Background: an optimization exercise with open tools, aiming at small area, a short achievable clock period and few clock cycles. Do not read the settings as production practice.
Function was checked by simulation only, so behaviour that the tests miss may differ from the original.
Power is estimated from default activity; no workload was simulated.

==> run a <==
==> flow/design.v <==
`default_nettype none
package flow_reasm_pkg;
    typedef struct packed {
        logic [3-1:0]  flow;
        logic [16-1:0]   seq;
        logic [8-1:0]   len;
        logic [8-1:0]   pkt_id;
    } seg_t;
    typedef struct packed {
        logic [16-1:0]   exp_seq;
        logic [4-1:0]  head;
        logic                   list_valid;
    } flow_entry_t;
    typedef struct packed {
        logic [16-1:0]   seq;
        logic [8-1:0]   len;
        logic [8-1:0]   pkt_id;
        logic [4-1:0]  next;
        logic                   last;
    } node_t;
    typedef enum logic [1:0] {
        REL_IN_ORDER,
        REL_REORDERED,
        REL_DROP
    } rel_kind_t;
    typedef struct packed {
        logic [8-1:0]   pkt_id;
        rel_kind_t              kind;
    } rel_t;
endpackage
`default_nettype wire
`default_nettype none
module flow_reassembly (
    input  logic                  clk,
    input  logic                  rst,
    input  logic                  seg_valid,
    input  flow_reasm_pkg::seg_t  seg,
    output logic                  ready,
    input  logic                  out_almost_full,
    output logic                  rel_valid,
    output flow_reasm_pkg::rel_t  rel
);
localparam int NF = 8;
localparam int NN = 16;
localparam int FW = 3;
localparam int NW = 4;
localparam int SW = 16;
localparam int LW = 8;
localparam int PW = 8;
function automatic logic [1:0] cmp16(input logic [SW-1:0] a, input logic [SW-1:0] b);
    logic [15:0] l0, e0;
    logic [7:0]  l1, e1;
    logic [3:0]  l2, e2;
    logic [1:0]  l3, e3;
    l0 = ~a & b;
    e0 = ~(a ^ b);
    for (int i = 0; i < 8; i++) begin
        l1[i] = l0[2*i+1] | (e0[2*i+1] & l0[2*i]);
        e1[i] = e0[2*i+1] & e0[2*i];
    end
    for (int i = 0; i < 4; i++) begin
        l2[i] = l1[2*i+1] | (e1[2*i+1] & l1[2*i]);
        e2[i] = e1[2*i+1] & e1[2*i];
    end
    for (int i = 0; i < 2; i++) begin
        l3[i] = l2[2*i+1] | (e2[2*i+1] & l2[2*i]);
        e3[i] = e2[2*i+1] & e2[2*i];
    end
    cmp16 = {l3[1] | (e3[1] & l3[0]), e3[1] & e3[0]};
endfunction
function automatic logic [SW-1:0] add16(input logic [SW-1:0] a, input logic [LW-1:0] b);
    logic [SW-1:0] g, p, gg, pp, c;
    g  = a & {8'b0, b};
    p  = a ^ {8'b0, b};
    gg = g;
    pp = p;
    for (int d = 1; d < SW; d = d * 2) begin
        for (int i = SW - 1; i >= d; i--) begin
            gg[i] = gg[i] | (pp[i] & gg[i-d]);
            pp[i] = pp[i] & pp[i-d];
        end
    end
    c = {gg[SW-2:0], 1'b0};
    add16 = p ^ c;
endfunction
logic          hv;
logic [FW-1:0] h_flow;
logic [SW-1:0] h_seq;
logic [SW-1:0] h_end;
logic          h_c8;      
logic [PW-1:0] h_pkt;
logic [1:0]    hc;        
logic [NN-1:0] h_lt;      
logic [NN-1:0] h_qe;      
logic [NN-1:0] fm_h;      
logic          dup;       
logic          g_has;     
logic [SW-1:0] exp_seq [NF];
logic [NN-1:0] pv;
logic [FW-1:0] pf [NN];
logic [SW-1:0] ps [NN];
logic [7:0]    pel [NN];  
logic [NN-1:0] pec;       
logic [PW-1:0] pp [NN];
logic [NW-1:0] pr [NN];
logic [NN-1:0] rz, ro;    
logic          ch_act;
logic [FW-1:0] ch_f;
logic [NN-1:0] cm;
logic          ch_wait;   
localparam int PD = 2;
logic [PW+1:0] pq [PD];
logic          p_rd, p_wr;
logic [1:0]    p_cnt;
logic [SW-1:0] hd_end;    
logic          h_eq, h_gt;
logic          full;      
logic [NN-1:0] alloc;
logic [NW-1:0] new_rank;
assign h_gt = hc[1];
assign h_eq = hc[0];
logic [NN-1:0] below;
logic [1:0]    pc1 [8];
logic [2:0]    pc2 [4];
logic [3:0]    pc3 [2];
assign below = fm_h & h_lt;
always_comb begin
    for (int k = 0; k < 8; k++) pc1[k] = {1'b0, below[2*k]} + {1'b0, below[2*k+1]};
    for (int k = 0; k < 4; k++) pc2[k] = {1'b0, pc1[2*k]} + {1'b0, pc1[2*k+1]};
    for (int k = 0; k < 2; k++) pc3[k] = {1'b0, pc2[2*k]} + {1'b0, pc2[2*k+1]};
    new_rank = pc3[0] + pc3[1];
end
logic below_one;
always_comb begin
    logic [7:0] a1, m1;
    logic [3:0] a2, m2;
    logic [1:0] a3, m3;
    for (int k = 0; k < 8; k++) begin
        a1[k] = below[2*k] | below[2*k+1];
        m1[k] = below[2*k] & below[2*k+1];
    end
    for (int k = 0; k < 4; k++) begin
        a2[k] = a1[2*k] | a1[2*k+1];
        m2[k] = m1[2*k] | m1[2*k+1] | (a1[2*k] & a1[2*k+1]);
    end
    for (int k = 0; k < 2; k++) begin
        a3[k] = a2[2*k] | a2[2*k+1];
        m3[k] = m2[2*k] | m2[2*k+1] | (a2[2*k] & a2[2*k+1]);
    end
    below_one = (a3[0] | a3[1]) & !(m3[0] | m3[1] | (a3[0] & a3[1]));
end
always_comb begin
    alloc = '0;
    for (int j = NN - 1; j >= 0; j--) begin
        if (!pv[j]) begin
            alloc    = '0;
            alloc[j] = 1'b1;
        end
    end
end
logic [NN-1:0] r0, r1;
logic [SW-1:0] m_seq, n_seq;
logic [7:0]    m_elo, n_elo;
logic          m_ec, n_ec;
logic [PW-1:0] m_pkt;
logic          n_any, m_any;
always_comb begin
    m_seq = '0;
    m_elo = '0;
    n_elo = '0;
    m_ec  = 1'b0;
    n_ec  = 1'b0;
    m_pkt = '0;
    n_seq = '0;
    for (int j = 0; j < NN; j++) begin
        r0[j]   = (ch_act ? cm[j] : fm_h[j]) && rz[j];
        r1[j]   = cm[j] && ro[j];
        m_seq   = m_seq | (ps[j] & {SW{r0[j]}});
        m_elo   = m_elo | (pel[j] & {8{r0[j]}});
        n_elo   = n_elo | (pel[j] & {8{r1[j]}});
        m_ec    = m_ec | (pec[j] & r0[j]);
        n_ec    = n_ec | (pec[j] & r1[j]);
        m_pkt   = m_pkt | (pp[j] & {PW{r0[j]}});
        n_seq   = n_seq | (ps[j] & {SW{r1[j]}});
    end
end
assign m_any = |r0;
assign n_any = |r1;
logic [SW-1:0] e_f;
logic [1:0]    mc, nc_end, nc_e, sc;
logic          m_eq;
logic [SW-1:0] e_ch;
logic          ch_go;
logic          ch_cont;
logic          start_ch;
assign e_f      = exp_seq[ch_f];
assign mc       = cmp16(m_seq, e_f);
assign m_eq     = mc[0];
assign e_ch     = m_eq ? hd_end : e_f;
assign nc_end   = cmp16(hd_end, n_seq);
assign nc_e     = cmp16(e_f, n_seq);
logic          p_empty, p_full, waiting, running;
assign p_empty  = (p_cnt == 2'd0);
assign p_full   = (p_cnt == 2'(PD));
assign waiting  = ch_act && ch_wait && !p_empty;
assign running  = ch_act && !waiting;
assign ch_go    = running && !out_almost_full;
assign ch_cont  = n_any && (m_eq ? !nc_end[1] : !nc_e[1]);
assign sc       = cmp16(h_end, m_seq);
assign start_ch = m_any && !sc[1];
logic h_hold;
logic pop, ins, h_rel, direct, push, p_pop, h_in, start;
assign h_hold = h_gt && !dup;
assign p_pop  = !p_empty && (!ch_act || waiting);
always_comb begin
    ins   = 1'b0;
    h_rel = 1'b0;
    if (hv) begin
        if (!ch_act) begin
            ins   = h_hold && !full;
            h_rel = !ins;
        end
        else if (h_flow != ch_f) begin
            if (h_hold) ins   = !full;
            else        h_rel = running && !p_full && !(h_eq && g_has);
        end
    end
end
assign pop    = ins || h_rel;
assign direct = h_rel && !ch_act && p_empty;
assign push   = h_rel && !direct;
assign h_in   = h_rel && h_eq;
assign start  = !ch_act && h_in && start_ch;
assign ready  = !out_almost_full && (!hv || pop);
logic          take;
logic [SW-1:0] e_sel;
logic [1:0]    c_h;
logic [NN-1:0] lt_nx, qe_nx;
logic [NN-1:0] fm_nx;
assign take  = seg_valid && ready;
assign e_sel = exp_seq[seg.flow];
assign c_h   = cmp16(h_seq, seg.seq);
logic [1:0]    c_es, c_hs, c_cs_end, c_cs_e, c_ch_end, c_ch_e;
assign c_es     = cmp16(e_sel, seg.seq);
assign c_hs     = cmp16(h_end, seg.seq);
assign c_cs_end = cmp16(hd_end, seg.seq);
assign c_cs_e   = cmp16(e_f, seg.seq);
assign c_ch_end = cmp16(hd_end, h_seq);
assign c_ch_e   = cmp16(e_f, h_seq);
always_comb begin
    for (int j = 0; j < NN; j++) begin
        logic [1:0] c;
        c = cmp16(ps[j], seg.seq);
        lt_nx[j] = (ins && alloc[j]) ? c_h[1] : c[1];
        qe_nx[j] = (ins && alloc[j]) ? c_h[0] : c[0];
        if (ins && alloc[j])
            fm_nx[j] = take ? (h_flow == seg.flow) : 1'b1;
        else if (pv[j] && !(ch_go && r0[j]))
            fm_nx[j] = take ? (pf[j] == seg.flow) : (pf[j] == h_flow);
        else
            fm_nx[j] = 1'b0;
    end
end
always_ff @(posedge clk) begin
    if (rst) begin
        hv        <= 1'b0;
        fm_h      <= '0;
        dup       <= 1'b0;
        g_has     <= 1'b0;
        ch_act    <= 1'b0;
        ch_wait   <= 1'b0;
        p_rd      <= '0;
        p_wr      <= '0;
        p_cnt     <= '0;
        rel_valid <= 1'b0;
        pv        <= '0;
        full      <= 1'b0;
        for (int f = 0; f < NF; f++) exp_seq[f] <= '0;
    end
    else begin
        if (take)     hv <= 1'b1;
        else if (pop) hv <= 1'b0;
        rel_valid <= ch_go || p_pop || direct;
        if (ch_act) begin
            if (ch_go) ch_act <= ch_cont;
            ch_wait <= waiting;
        end
        else begin
            ch_act  <= start;
            ch_wait <= push;
        end
        if (p_pop) p_rd <= !p_rd;
        if (push)  p_wr <= !p_wr;
        p_cnt <= p_cnt + 2'(push) - 2'(p_pop);
        for (int f = 0; f < NF; f++) begin
            if (ch_go && ch_f == FW'(f))         exp_seq[f] <= e_ch;
            else if (h_in && h_flow == FW'(f))   exp_seq[f] <= h_end;
        end
        fm_h  <= fm_nx;
        dup   <= |(fm_nx & (take ? qe_nx : h_qe));
        g_has <= |fm_nx;
        for (int j = 0; j < NN; j++) begin
            if (ch_go && r0[j])       pv[j] <= 1'b0;
            else if (ins && alloc[j]) pv[j] <= 1'b1;
        end
        full <= ch_go ? 1'b0 : (full || (ins && (pv | alloc) == '1));
    end
end
always_ff @(posedge clk) begin
    if (take) begin
        h_flow <= seg.flow;
        h_seq  <= seg.seq;
        h_end  <= add16(seg.seq, seg.len);
        h_c8   <= ({1'b0, seg.seq[7:0]} + {1'b0, seg.len}) > 9'd255;
        h_pkt  <= seg.pkt_id;
        h_lt   <= lt_nx;
        h_qe   <= qe_nx;
        if (ch_go && ch_f == seg.flow)       hc <= m_eq ? c_cs_end : c_cs_e;
        else if (h_in && h_flow == seg.flow) hc <= c_hs;
        else                                 hc <= c_es;
    end
    else if (ch_go && ch_f == h_flow) begin
        hc <= m_eq ? c_ch_end : c_ch_e;
    end
    if (!ch_act) begin
        ch_f   <= h_flow;
        cm     <= fm_h;
        hd_end <= {m_seq[15:8] + 8'(m_ec), m_elo};
    end
    else if (ch_go) begin
        cm     <= cm & ~r0;
        hd_end <= {n_seq[15:8] + 8'(n_ec), n_elo};
    end
    if (push) pq[p_wr] <= {h_pkt, h_eq ? flow_reasm_pkg::REL_IN_ORDER : flow_reasm_pkg::REL_DROP};
    if (running) begin
        rel.pkt_id <= m_pkt;
        rel.kind   <= m_eq ? flow_reasm_pkg::REL_REORDERED : flow_reasm_pkg::REL_DROP;
    end
    else if (!p_empty) begin
        rel <= pq[p_rd];
    end
    else begin
        rel.pkt_id <= h_pkt;
        rel.kind   <= h_eq ? flow_reasm_pkg::REL_IN_ORDER : flow_reasm_pkg::REL_DROP;
    end
    for (int j = 0; j < NN; j++) begin
        if (ins && alloc[j]) begin
            pf[j] <= h_flow;
            ps[j] <= h_seq;
            pel[j] <= h_end[7:0];
            pec[j] <= h_c8;
            pp[j] <= h_pkt;
            pr[j] <= new_rank;
            rz[j] <= !(|below);
            ro[j] <= below_one;
        end
        else if (ch_go && cm[j]) begin
            pr[j] <= pr[j] - NW'(1);
            rz[j] <= ro[j];
            ro[j] <= (pr[j] == NW'(2));
        end
        else if (ins && fm_h[j] && !h_lt[j]) begin
            pr[j] <= pr[j] + NW'(1);
            rz[j] <= 1'b0;
            ro[j] <= rz[j];
        end
    end
end
endmodule
`default_nettype wire
==> flow/run.sh <==
#!/bin/bash
# synth_recipe.tcl (not shown) runs the flow's synth.tcl, then flattens the netlist and writes it again
# the make line also repeats each setting of config.mk as NAME=value (left out here)
make -C /OpenROAD-flow-scripts/flow DESIGN_CONFIG=/design/flow/config.mk WORK_HOME=/design/flow/orfs CLKGATE_MAP_FILE= SYNTH_SCRIPT=/design/flow/synth_recipe.tcl finish
==> flow/config.mk <==
export PLATFORM = sky130hd
export DESIGN_NAME = flow_reassembly
export DESIGN_NICKNAME = flow_reassembly
export VERILOG_FILES = /design/flow/design.v
export SDC_FILE = /design/flow/constraint.sdc
export NUM_CORES = 4
export LEC_CHECK = 0
export ABC_CLOCK_PERIOD_IN_PS = 4000
export CAP_MARGIN = 20
export CORE_MARGIN = 2
export CORE_UTILIZATION = 40
export CTS_CLUSTER_DIAMETER = 100
export CTS_CLUSTER_SIZE = 20
export SETUP_SLACK_MARGIN = 2.5
export SLEW_MARGIN = 20
==> flow/constraint.sdc <==
create_clock -name core_clock -period 7.0 [get_ports {clk}]
set_input_delay 1.4000 -clock core_clock [delete_from_list [all_inputs] [get_ports {clk}]]
set_output_delay 1.4000 -clock core_clock [all_outputs]
set_load 0.01 [all_outputs]
==> run b (differences from run a) <==
==> flow/design.v, changed modules only <==
module flow_reassembly (
    input  logic                  clk,
    input  logic                  rst,
    input  logic                  seg_valid,
    input  flow_reasm_pkg::seg_t  seg,
    output logic                  ready,
    input  logic                  out_almost_full,
    output logic                  rel_valid,
    output flow_reasm_pkg::rel_t  rel
);
localparam int NF = 8;
localparam int NN = 16;
localparam int FW = 3;
localparam int NW = 4;
localparam int SW = 16;
localparam int LW = 8;
localparam int PW = 8;
function automatic logic [1:0] cmp16(input logic [SW-1:0] a, input logic [SW-1:0] b);
    logic [15:0] l0, e0;
    logic [7:0]  l1, e1;
    logic [3:0]  l2, e2;
    logic [1:0]  l3, e3;
    l0 = ~a & b;
    e0 = ~(a ^ b);
    for (int i = 0; i < 8; i++) begin
        l1[i] = l0[2*i+1] | (e0[2*i+1] & l0[2*i]);
        e1[i] = e0[2*i+1] & e0[2*i];
    end
    for (int i = 0; i < 4; i++) begin
        l2[i] = l1[2*i+1] | (e1[2*i+1] & l1[2*i]);
        e2[i] = e1[2*i+1] & e1[2*i];
    end
    for (int i = 0; i < 2; i++) begin
        l3[i] = l2[2*i+1] | (e2[2*i+1] & l2[2*i]);
        e3[i] = e2[2*i+1] & e2[2*i];
    end
    cmp16 = {l3[1] | (e3[1] & l3[0]), e3[1] & e3[0]};
endfunction
function automatic logic [SW-1:0] add16(input logic [SW-1:0] a, input logic [LW-1:0] b);
    logic [SW-1:0] g, p, gg, pp, c;
    g  = a & {8'b0, b};
    p  = a ^ {8'b0, b};
    gg = g;
    pp = p;
    for (int d = 1; d < SW; d = d * 2) begin
        for (int i = SW - 1; i >= d; i--) begin
            gg[i] = gg[i] | (pp[i] & gg[i-d]);
            pp[i] = pp[i] & pp[i-d];
        end
    end
    c = {gg[SW-2:0], 1'b0};
    add16 = p ^ c;
endfunction
logic          hv;
logic [FW-1:0] h_flow;
logic [SW-1:0] h_seq;
logic [SW-1:0] h_end;
logic [LW-1:0] h_len;
logic [PW-1:0] h_pkt;
logic [SW-1:0] h_e;       
logic [NN-1:0] h_lt;      
logic [NN-1:0] h_qe;      
logic [NN-1:0] fm_h;      
logic [SW-1:0] exp_seq [NF];
logic [NN-1:0] pv;
logic [FW-1:0] pf [NN];
logic [SW-1:0] ps [NN];
logic [LW-1:0] pl [NN];
logic [PW-1:0] pp [NN];
logic [NW-1:0] pr [NN];
logic          ch_act;
logic [FW-1:0] ch_f;
logic [NN-1:0] cm;
logic [SW-1:0] hd_end;    
logic          h_eq, h_gt;
logic [1:0]    hc;
logic          dup, full;
logic [NN-1:0] alloc;
logic [NW-1:0] new_rank;
assign hc   = cmp16(h_e, h_seq);
assign h_gt = hc[1];
assign h_eq = hc[0];
assign dup  = |(fm_h & h_qe);
assign full = &pv;
logic [NN-1:0] below;
logic [1:0]    pc1 [8];
logic [2:0]    pc2 [4];
logic [3:0]    pc3 [2];
assign below = fm_h & h_lt;
always_comb begin
    for (int k = 0; k < 8; k++) pc1[k] = {1'b0, below[2*k]} + {1'b0, below[2*k+1]};
    for (int k = 0; k < 4; k++) pc2[k] = {1'b0, pc1[2*k]} + {1'b0, pc1[2*k+1]};
    for (int k = 0; k < 2; k++) pc3[k] = {1'b0, pc2[2*k]} + {1'b0, pc2[2*k+1]};
    new_rank = pc3[0] + pc3[1];
end
always_comb begin
    alloc = '0;
    for (int j = NN - 1; j >= 0; j--) begin
        if (!pv[j]) begin
            alloc    = '0;
            alloc[j] = 1'b1;
        end
    end
end
logic [NN-1:0] r0, r1;
logic [SW-1:0] m_seq, n_seq;
logic [LW-1:0] m_len, n_len;
logic [PW-1:0] m_pkt;
logic          n_any, m_any;
always_comb begin
    m_seq = '0;
    m_len = '0;
    n_len = '0;
    m_pkt = '0;
    n_seq = '0;
    for (int j = 0; j < NN; j++) begin
        r0[j]   = (ch_act ? cm[j] : fm_h[j]) && (pr[j] == NW'(0));
        r1[j]   = cm[j] && (pr[j] == NW'(1));
        m_seq   = m_seq | (ps[j] & {SW{r0[j]}});
        m_len   = m_len | (pl[j] & {LW{r0[j]}});
        n_len   = n_len | (pl[j] & {LW{r1[j]}});
        m_pkt   = m_pkt | (pp[j] & {PW{r0[j]}});
        n_seq   = n_seq | (ps[j] & {SW{r1[j]}});
    end
end
assign m_any = |r0;
assign n_any = |r1;
logic [SW-1:0] e_f;
logic [1:0]    mc, nc_end, nc_e, sc;
logic          m_eq;
logic [SW-1:0] e_ch;
logic          ch_go;
logic          ch_cont;
logic          start_ch;
assign e_f      = exp_seq[ch_f];
assign mc       = cmp16(m_seq, e_f);
assign m_eq     = mc[0];
assign e_ch     = m_eq ? hd_end : e_f;
assign nc_end   = cmp16(hd_end, n_seq);
assign nc_e     = cmp16(e_f, n_seq);
assign ch_go    = ch_act && !out_almost_full;
assign ch_cont  = n_any && (m_eq ? !nc_end[1] : !nc_e[1]);
assign sc       = cmp16(h_end, m_seq);
assign start_ch = m_any && !sc[1];
logic pop;
logic ins;
logic h_in;
always_comb begin
    if (!ch_act) begin
        pop = hv;
        ins = hv && h_gt && !dup && !full;
    end
    else begin
        ins = hv && (h_flow != ch_f) && h_gt && !dup && !full;
        pop = ins;
    end
end
assign h_in  = !ch_act && hv && h_eq;
assign ready = !out_almost_full && (!hv || pop);
logic          take;
logic [SW-1:0] e_sel;
logic [1:0]    c_h;
logic [NN-1:0] lt_nx, qe_nx;
logic [NN-1:0] fm_nx;
assign take  = seg_valid && ready;
assign e_sel = exp_seq[seg.flow];
assign c_h   = cmp16(h_seq, seg.seq);
always_comb begin
    for (int j = 0; j < NN; j++) begin
        logic [1:0] c;
        c = cmp16(ps[j], seg.seq);
        lt_nx[j] = (ins && alloc[j]) ? c_h[1] : c[1];
        qe_nx[j] = (ins && alloc[j]) ? c_h[0] : c[0];
        if (ins && alloc[j])
            fm_nx[j] = take ? (h_flow == seg.flow) : 1'b1;
        else if (pv[j] && !(ch_go && r0[j]))
            fm_nx[j] = take ? (pf[j] == seg.flow) : (pf[j] == h_flow);
        else
            fm_nx[j] = 1'b0;
    end
end
always_ff @(posedge clk) begin
    if (rst) begin
        hv        <= 1'b0;
        fm_h      <= '0;
        ch_act    <= 1'b0;
        rel_valid <= 1'b0;
        pv        <= '0;
        for (int f = 0; f < NF; f++) exp_seq[f] <= '0;
    end
    else begin
        if (take)     hv <= 1'b1;
        else if (pop) hv <= 1'b0;
        rel_valid <= ch_go || (!ch_act && hv && !ins);
        if (ch_act) begin
            if (ch_go) ch_act <= ch_cont;
        end
        else begin
            ch_act <= h_in && start_ch;
        end
        for (int f = 0; f < NF; f++) begin
            if (ch_go && ch_f == FW'(f))         exp_seq[f] <= e_ch;
            else if (h_in && h_flow == FW'(f))   exp_seq[f] <= h_end;
        end
        fm_h <= fm_nx;
        for (int j = 0; j < NN; j++) begin
            if (ch_go && r0[j])       pv[j] <= 1'b0;
            else if (ins && alloc[j]) pv[j] <= 1'b1;
        end
    end
end
always_ff @(posedge clk) begin
    if (take) begin
        h_flow <= seg.flow;
        h_seq  <= seg.seq;
        h_end  <= add16(seg.seq, seg.len);
        h_len  <= seg.len;
        h_pkt  <= seg.pkt_id;
        h_lt   <= lt_nx;
        h_qe   <= qe_nx;
        if (ch_go && ch_f == seg.flow)       h_e <= e_ch;
        else if (h_in && h_flow == seg.flow) h_e <= h_end;
        else                                 h_e <= e_sel;
    end
    else if (ch_go && ch_f == h_flow) begin
        h_e <= e_ch;
    end
    if (!ch_act) begin
        ch_f   <= h_flow;
        cm     <= fm_h;
        hd_end <= add16(m_seq, m_len);
    end
    else if (ch_go) begin
        cm     <= cm & ~r0;
        hd_end <= add16(n_seq, n_len);
    end
    if (ch_act) begin
        rel.pkt_id <= m_pkt;
        rel.kind   <= m_eq ? flow_reasm_pkg::REL_REORDERED : flow_reasm_pkg::REL_DROP;
    end
    else begin
        rel.pkt_id <= h_pkt;
        rel.kind   <= h_eq ? flow_reasm_pkg::REL_IN_ORDER : flow_reasm_pkg::REL_DROP;
    end
    for (int j = 0; j < NN; j++) begin
        if (ins && alloc[j]) begin
            pf[j] <= h_flow;
            ps[j] <= h_seq;
            pl[j] <= h_len;
            pp[j] <= h_pkt;
            pr[j] <= new_rank;
        end
        else if (ch_go && cm[j]) begin
            pr[j] <= pr[j] - NW'(1);
        end
        else if (ins && fm_h[j] && !h_lt[j]) begin
            pr[j] <= pr[j] + NW'(1);
        end
    end
end
endmodule
--- a/flow/config.mk
+++ b/flow/config.mk
@@ -10,6 +10,4 @@
 export CORE_MARGIN = 2
 export CORE_UTILIZATION = 40
-export CTS_CLUSTER_DIAMETER = 100
-export CTS_CLUSTER_SIZE = 20
 export SETUP_SLACK_MARGIN = 2.5
 export SLEW_MARGIN = 20
==> run c (differences from run a) <==
--- a/flow/design.v
+++ b/flow/design.v
@@ -115,9 +115,10 @@
 logic [SW-1:0] hd_end;    
 logic          h_eq, h_gt;
-logic          full;      
+logic          full;
 logic [NN-1:0] alloc;
 logic [NW-1:0] new_rank;
 assign h_gt = hc[1];
 assign h_eq = hc[0];
+assign full = &pv;
 logic [NN-1:0] below;
 logic [1:0]    pc1 [8];
@@ -275,5 +276,4 @@
         rel_valid <= 1'b0;
         pv        <= '0;
-        full      <= 1'b0;
         for (int f = 0; f < NF; f++) exp_seq[f] <= '0;
     end
@@ -304,5 +304,4 @@
             else if (ins && alloc[j]) pv[j] <= 1'b1;
         end
-        full <= ch_go ? 1'b0 : (full || (ins && (pv | alloc) == '1));
     end
 end
--- a/flow/config.mk
+++ b/flow/config.mk
@@ -10,6 +10,4 @@
 export CORE_MARGIN = 2
 export CORE_UTILIZATION = 40
-export CTS_CLUSTER_DIAMETER = 100
-export CTS_CLUSTER_SIZE = 20
 export SETUP_SLACK_MARGIN = 2.5
 export SLEW_MARGIN = 20
==> run d (differences from run a) <==
--- a/flow/design.v
+++ b/flow/design.v
@@ -104,5 +104,4 @@
 logic [PW-1:0] pp [NN];
 logic [NW-1:0] pr [NN];
-logic [NN-1:0] rz, ro;    
 logic          ch_act;
 logic [FW-1:0] ch_f;
@@ -131,23 +130,4 @@
     new_rank = pc3[0] + pc3[1];
 end
-logic below_one;
-always_comb begin
-    logic [7:0] a1, m1;
-    logic [3:0] a2, m2;
-    logic [1:0] a3, m3;
-    for (int k = 0; k < 8; k++) begin
-        a1[k] = below[2*k] | below[2*k+1];
-        m1[k] = below[2*k] & below[2*k+1];
-    end
-    for (int k = 0; k < 4; k++) begin
-        a2[k] = a1[2*k] | a1[2*k+1];
-        m2[k] = m1[2*k] | m1[2*k+1] | (a1[2*k] & a1[2*k+1]);
-    end
-    for (int k = 0; k < 2; k++) begin
-        a3[k] = a2[2*k] | a2[2*k+1];
-        m3[k] = m2[2*k] | m2[2*k+1] | (a2[2*k] & a2[2*k+1]);
-    end
-    below_one = (a3[0] | a3[1]) & !(m3[0] | m3[1] | (a3[0] & a3[1]));
-end
 always_comb begin
     alloc = '0;
@@ -174,6 +154,6 @@
     n_seq = '0;
     for (int j = 0; j < NN; j++) begin
-        r0[j]   = (ch_act ? cm[j] : fm_h[j]) && rz[j];
-        r1[j]   = cm[j] && ro[j];
+        r0[j]   = (ch_act ? cm[j] : fm_h[j]) && (pr[j] == NW'(0));
+        r1[j]   = cm[j] && (pr[j] == NW'(1));
         m_seq   = m_seq | (ps[j] & {SW{r0[j]}});
         m_elo   = m_elo | (pel[j] & {8{r0[j]}});
@@ -352,16 +332,10 @@
             pp[j] <= h_pkt;
             pr[j] <= new_rank;
-            rz[j] <= !(|below);
-            ro[j] <= below_one;
         end
         else if (ch_go && cm[j]) begin
             pr[j] <= pr[j] - NW'(1);
-            rz[j] <= ro[j];
-            ro[j] <= (pr[j] == NW'(2));
         end
         else if (ins && fm_h[j] && !h_lt[j]) begin
             pr[j] <= pr[j] + NW'(1);
-            rz[j] <= 1'b0;
-            ro[j] <= rz[j];
         end
     end
==> comparison <==
- In run b the count of clock-buffer cells in the layout is higher than in run c, by 8.
- Clock skew: run d < run b < run a < run c.
- Global-route usage, lowest first: run d, run b, run c, run a.
- In run d the combinational power is higher than in run a, by about 140%.
- In run d the sequential power is larger than in run a, by about 1%.
- Of run c and run a, run a has the higher register-to-register slack (gap 0.02 ns).
- Maximum frequency, highest first: run a, run c, run b, run d.
- Of run a and run c, run a has the higher hold slack (gap 0.032 ns).
Testbench counts of run a, summed over its fixed seeds: cycles 19,600.
Testbench counts of run b, summed over its fixed seeds: cycles 20,635.
Testbench counts of run c, summed over its fixed seeds: cycles 19,600.
Testbench counts of run d, summed over its fixed seeds: cycles 19,600.

[what the ideal ports hide]
No port has a modelled driver above. Below, the same layouts with a new extraction and two added sets of constraints.
Step 1 sets driving cells, clkbuf_16 on the clock port and buf_2 on the other inputs (assumed; they add their load-dependent delay and slew).
Step 2 adds t to the input delays and takes it off the output delays; t is the mean of the earliest and latest rising clock arrival at the registers after step 1. Input paths then give back, and output paths get back, about the clock's delay inside the block.
a / b / c = ideal ports / drivers / drivers and shift; a / b = the first two.
| run | t, ns | setup WS [ns] | clock arrival spread, ns | worst data-port slew with drivers (ns) |
|---|---|---|---|---|
| run a | 0.812 | 2.508 / 2.508 / 1.823 | 0.107 / 0.107 | 0.05 |
| run b | 0.817 | 2.419 / 2.342 / 1.716 | 0.066 / 0.066 | 0.07 |
| run c | 0.847 | 2.487 / 2.487 / 1.708 | 0.111 / 0.111 | 0.26 |
| run d | 0.808 | 2.374 / 2.428 / 1.620 | 0.065 / 0.064 | 0.04 |
After both steps setup and hold are still met in every run listed. For run c, which loses most, drivers alone change the setup slack by 0.000 ns; drivers and shift together by -0.779 ns.
